This is an optimization exercise on Yosys and OpenROAD, whose aim is small area, not a production implementation.
In this exercise RTL edits were held to simulation tests only and were not proved equivalent to the original.
Power and IR drop assume default switching activity.

Setup of oak:
## te_pkt
module te_pkt (
    input  wire logic                                        clk_bus,
    input  wire logic                                        rst_n,
    input  wire logic                                        pkt_sop,
    input  wire logic [8-1:0]                   pkt_data,
    input  wire logic [10-1:0]                   ib_base,
    input  wire logic                                        bm_gnt,
    output logic                                             bm_req,
    output logic [10-1:0]                        bm_addr,
    output logic [8-1:0]                    bm_wstrb,
    output logic [8*8-1:0]     bm_wdata,
    input  wire logic                                        rdreq_pop,
    output logic                                             rdreq_valid,
    output te_pkt_pkg::rdreq_t rdreq
);
    localparam int NW = 9;
    localparam logic [2:0] ST_IDLE = 3'd0;
    localparam logic [2:0] ST_HDR1 = 3'd1;
    localparam logic [2:0] ST_HDR2 = 3'd2;
    localparam logic [2:0] ST_HDR3 = 3'd3;
    localparam logic [2:0] ST_DATA = 3'd4;
    logic [2:0]  state;
    logic        is_rq;
    logic [2:0]  xid;
    logic [3:0]  sid;
    logic [3:0]  len;
    logic [9:0]  baddr;
    logic        started;
    logic [NW-1:0][63:0] slot_data;
    logic [NW-1:0][6:0]  slot_waddr;
    logic [NW-1:0][2:0]  slot_first;
    logic [NW-1:0][2:0]  slot_last;
    logic [3:0]          wr_ptr;
    logic [3:0]          rd_ptr;
    logic [1:0][20:0]    rq_data;
    logic                rq_rd;
    logic [1:0]          rq_cnt;
  ...
Size: ~1700 cells after synthesis, ~770 flip-flops, ~30000 sq um of cells after synthesis.
==> module te_pkt, before the edit <==
module te_pkt (
    input  wire logic                                        clk_bus,
    input  wire logic                                        rst_n,
    input  wire logic                                        pkt_sop,
    input  wire logic [8-1:0]                   pkt_data,
    input  wire logic [10-1:0]                   ib_base,
    input  wire logic                                        bm_gnt,
    output logic                                             bm_req,
    output logic [10-1:0]                        bm_addr,
    output logic [8-1:0]                    bm_wstrb,
    output logic [8*8-1:0]     bm_wdata,
    input  wire logic                                        rdreq_pop,
    output logic                                             rdreq_valid,
    output te_pkt_pkg::rdreq_t rdreq
);
    localparam int NW = 9;
    localparam logic [2:0] ST_IDLE = 3'd0;
    localparam logic [2:0] ST_HDR1 = 3'd1;
    localparam logic [2:0] ST_HDR2 = 3'd2;
    localparam logic [2:0] ST_HDR3 = 3'd3;
    localparam logic [2:0] ST_DATA = 3'd4;
    logic [2:0]  state;
    logic        is_rq;
    logic [2:0]  xid;
    logic [3:0]  sid;
    logic [3:0]  len;
    logic [9:0]  baddr;
    logic        started;
    logic [NW-1:0][63:0] slot_data;
    logic [NW-1:0][6:0]  slot_waddr;
    logic [NW-1:0][2:0]  slot_first;
    logic [NW-1:0][2:0]  slot_last;
    logic [3:0]          wr_ptr;
    logic [3:0]          rd_ptr;
    logic [1:0][20:0]    rq_data;
    logic                rq_rd;
    logic [1:0]          rq_cnt;
    logic [2:0]  lane;
    logic        data_byte;
    logic        last_byte;
    logic        close_word;
    logic        rq_push;
    logic        rq_pop;
    logic [NW-1:0] wsel;
    logic [NW-1:0] rsel;
    assign lane       = baddr[2:0];
    assign data_byte  = (state == ST_DATA) && !pkt_sop;
    assign last_byte  = (len == 4'd0);
    assign close_word = (data_byte && (lane == 3'd7 || last_byte)) || (pkt_sop && started);
    assign rq_push    = (state == ST_HDR3) && !pkt_sop && is_rq;
    assign rq_pop     = rdreq_pop && rdreq_valid;
    always_comb begin
        for (int k = 0; k < NW; k++) begin
            wsel[k] = data_byte && (wr_ptr == 4'(k));
            rsel[k] = (rd_ptr == 4'(k));
        end
    end
    always_ff @(posedge clk_bus) begin
        if (!rst_n) begin
            state   <= ST_IDLE;
            started <= 1'b0;
            wr_ptr  <= '0;
            rd_ptr  <= '0;
            rq_rd   <= 1'b0;
            rq_cnt  <= '0;
        end else begin
            if (pkt_sop) begin
                started <= 1'b0;
                if (pkt_data[7:5] == 3'd1 || pkt_data[7:5] == 3'd3) state <= ST_HDR1;
                else state <= ST_IDLE;
            end else begin
                case (state)
                    ST_HDR1: state <= ST_HDR2;
                    ST_HDR2: state <= ST_HDR3;
                    ST_HDR3: state <= is_rq ? ST_IDLE : ST_DATA;
                    ST_DATA: begin
                        started <= !close_word;
                        if (last_byte) state <= ST_IDLE;
                    end
                    default: state <= ST_IDLE;
                endcase
            end
            if (close_word) wr_ptr <= (wr_ptr == 4'(NW - 1)) ? 4'd0 : wr_ptr + 4'd1;
            if (bm_req && bm_gnt) rd_ptr <= (rd_ptr == 4'(NW - 1)) ? 4'd0 : rd_ptr + 4'd1;
            if (rq_pop) rq_rd <= !rq_rd;
            case ({rq_push, rq_pop})
                2'b10:   rq_cnt <= rq_cnt + 2'd1;
                2'b01:   rq_cnt <= rq_cnt - 2'd1;
                default: ;
            endcase
        end
    end
    always_ff @(posedge clk_bus) begin
        if (pkt_sop) begin
            is_rq <= pkt_data[6];
            xid   <= pkt_data[2:0];
        end else begin
            case (state)
                ST_HDR1: sid <= pkt_data[7:4];
                ST_HDR2: begin
                    len        <= pkt_data[7:4];
                    baddr[9:6] <= pkt_data[3:0];
                end
                ST_HDR3: baddr[5:0] <= pkt_data[5:0];
                ST_DATA: begin
                    baddr <= baddr + 10'd1;
                    len   <= len - 4'd1;
                end
                default: ;
            endcase
        end
    end
    always_ff @(posedge clk_bus) begin
        for (int k = 0; k < NW; k++) begin
            if (wsel[k]) begin
                for (int j = 0; j < 8; j++) begin
                    if (lane == 3'(j)) slot_data[k][j*8 +: 8] <= pkt_data;
                end
                slot_waddr[k] <= baddr[9:3];
                slot_last[k]  <= lane;
                if (!started) slot_first[k] <= lane;
            end
        end
        if (rq_push) rq_data[rq_rd ^ rq_cnt[0]] <= {sid, xid, baddr[9:6], pkt_data[5:0], len};
    end
    logic [6:0] head_waddr;
    logic [2:0] head_first;
    logic [2:0] head_last;
    always_comb begin
        bm_wdata   = '0;
        head_waddr = '0;
        head_first = '0;
        head_last  = '0;
        for (int k = 0; k < NW; k++) begin
            bm_wdata   = bm_wdata   | ({64{rsel[k]}} & slot_data[k]);
            head_waddr = head_waddr | ({7{rsel[k]}}  & slot_waddr[k]);
            head_first = head_first | ({3{rsel[k]}}  & slot_first[k]);
            head_last  = head_last  | ({3{rsel[k]}}  & slot_last[k]);
        end
        for (int j = 0; j < 8; j++) begin
            bm_wstrb[j] = (3'(j) >= head_first) && (3'(j) <= head_last);
        end
    end
    assign bm_req      = (wr_ptr != rd_ptr);
    assign bm_addr     = ib_base + {3'd0, head_waddr};
    assign rdreq_valid = (rq_cnt != 2'd0);
    assign rdreq       = rq_data[rq_rd];
endmodule
Settings: LEC_CHECK=0, CAP_MARGIN=20, CORE_MARGIN=2, CORE_UTILIZATION=40, SLEW_MARGIN=20; clock period 4.0 ns.
run.sh (not shown) runs the stock make flow with config.mk's settings and CLKGATE_MAP_FILE= SYNTH_SCRIPT=/design/flow/synth_recipe.tcl, a recipe that flattens the netlist after the stock synthesis.
Finished, but not clean: oak, with setup timing.
--- input diff oak..pine ---
diff --git a/flow/design.v b/flow/design.v
--- a/flow/design.v
+++ b/flow/design.v
@@ -50,9 +50,10 @@
     logic [3:0]  len;
     logic [9:0]  baddr;
     logic        started;
     logic [NW-1:0][63:0] slot_data;
-    logic [NW-1:0][6:0]  slot_waddr;
+    logic [NW-1:0][6:0]  slot_alo;
+    logic [NW-1:0]       slot_acy;
     logic [NW-1:0][2:0]  slot_first;
     logic [NW-1:0][2:0]  slot_last;
     logic [3:0]          wr_ptr;
     logic [3:0]          rd_ptr;
@@ -139,35 +140,38 @@
             if (wsel[k]) begin
                 for (int j = 0; j < 8; j++) begin
                     if (lane == 3'(j)) slot_data[k][j*8 +: 8] <= pkt_data;
                 end
-                slot_waddr[k] <= baddr[9:3];
+                {slot_acy[k], slot_alo[k]} <= {1'b0, ib_base[6:0]} + {1'b0, baddr[9:3]};
                 slot_last[k]  <= lane;
                 if (!started) slot_first[k] <= lane;
             end
         end
         if (rq_push) rq_data[rq_rd ^ rq_cnt[0]] <= {sid, xid, baddr[9:6], pkt_data[5:0], len};
     end
-    logic [6:0] head_waddr;
+    logic [6:0] head_alo;
+    logic       head_acy;
     logic [2:0] head_first;
     logic [2:0] head_last;
     always_comb begin
         bm_wdata   = '0;
-        head_waddr = '0;
+        head_alo   = '0;
+        head_acy   = 1'b0;
         head_first = '0;
         head_last  = '0;
         for (int k = 0; k < NW; k++) begin
             bm_wdata   = bm_wdata   | ({64{rsel[k]}} & slot_data[k]);
-            head_waddr = head_waddr | ({7{rsel[k]}}  & slot_waddr[k]);
+            head_alo   = head_alo   | ({7{rsel[k]}}  & slot_alo[k]);
+            head_acy   = head_acy   | (rsel[k]       & slot_acy[k]);
             head_first = head_first | ({3{rsel[k]}}  & slot_first[k]);
             head_last  = head_last  | ({3{rsel[k]}}  & slot_last[k]);
         end
         for (int j = 0; j < 8; j++) begin
             bm_wstrb[j] = (3'(j) >= head_first) && (3'(j) <= head_last);
         end
     end
     assign bm_req      = (wr_ptr != rd_ptr);
-    assign bm_addr     = ib_base + {3'd0, head_waddr};
+    assign bm_addr     = {ib_base[9:7] + {2'd0, head_acy}, head_alo};
     assign rdreq_valid = (rq_cnt != 2'd0);
     assign rdreq       = rq_data[rq_rd];
 endmodule
 `default_nettype wire
Delta (pine minus oak): simple-gate area share of the yosys netlist shows an increase of 0.35 points; clock power +about 1%; power now larger. Of pine and oak, it is pine that has the higher worst hold margin. Relative to oak, the die area measured on pine has decreased slightly. pine did not stop at any stage, and its layout met the timing, DRC and antenna checks. Relative to oak, worst setup slack increased by 0.36 ns in pine. Number of cells on the critical path was lower in the run labelled pine. Summary: with oak as the reference, area after synthesis in pine moved down slightly. Min slew of the pin with the lowest slew margin across pine and oak: pine. Compared to oak, pine has total clock sinks 9 higher. The run showing the smaller shortest clock period the worst path allows after layout is pine.

## afterwards: timing with drivers on the ports
How much do the figures lean on ideal ports? The routed layouts below were timed once more, with nothing changed but the port constraints.
Step 1: set_driving_cell puts a clkbuf_16 on clk_bus and a buf_2 on each other input, an assumption about the parent block.
Step 2 adds t to the input delays and takes it off the output delays; t is the mean of the earliest and latest rising clock arrival at the registers after step 1. Input paths then give back, and output paths get back, about the clock's delay inside the block.
Slacks: ideal / step 1 / step 2; pairs: ideal / step 1.
| run | t, ns | setup WS [ns] | worst setup path after step 2 | worst register clock-pin slew, ns |
|---|---|---|---|---|
| oak | 0.685 | -0.310 / -0.370 / 0.316 | register to output | 0.06 / 0.06 |
| pine | 0.676 | 0.049 / -0.009 / 0.612 | input to register | 0.06 / 0.06 |
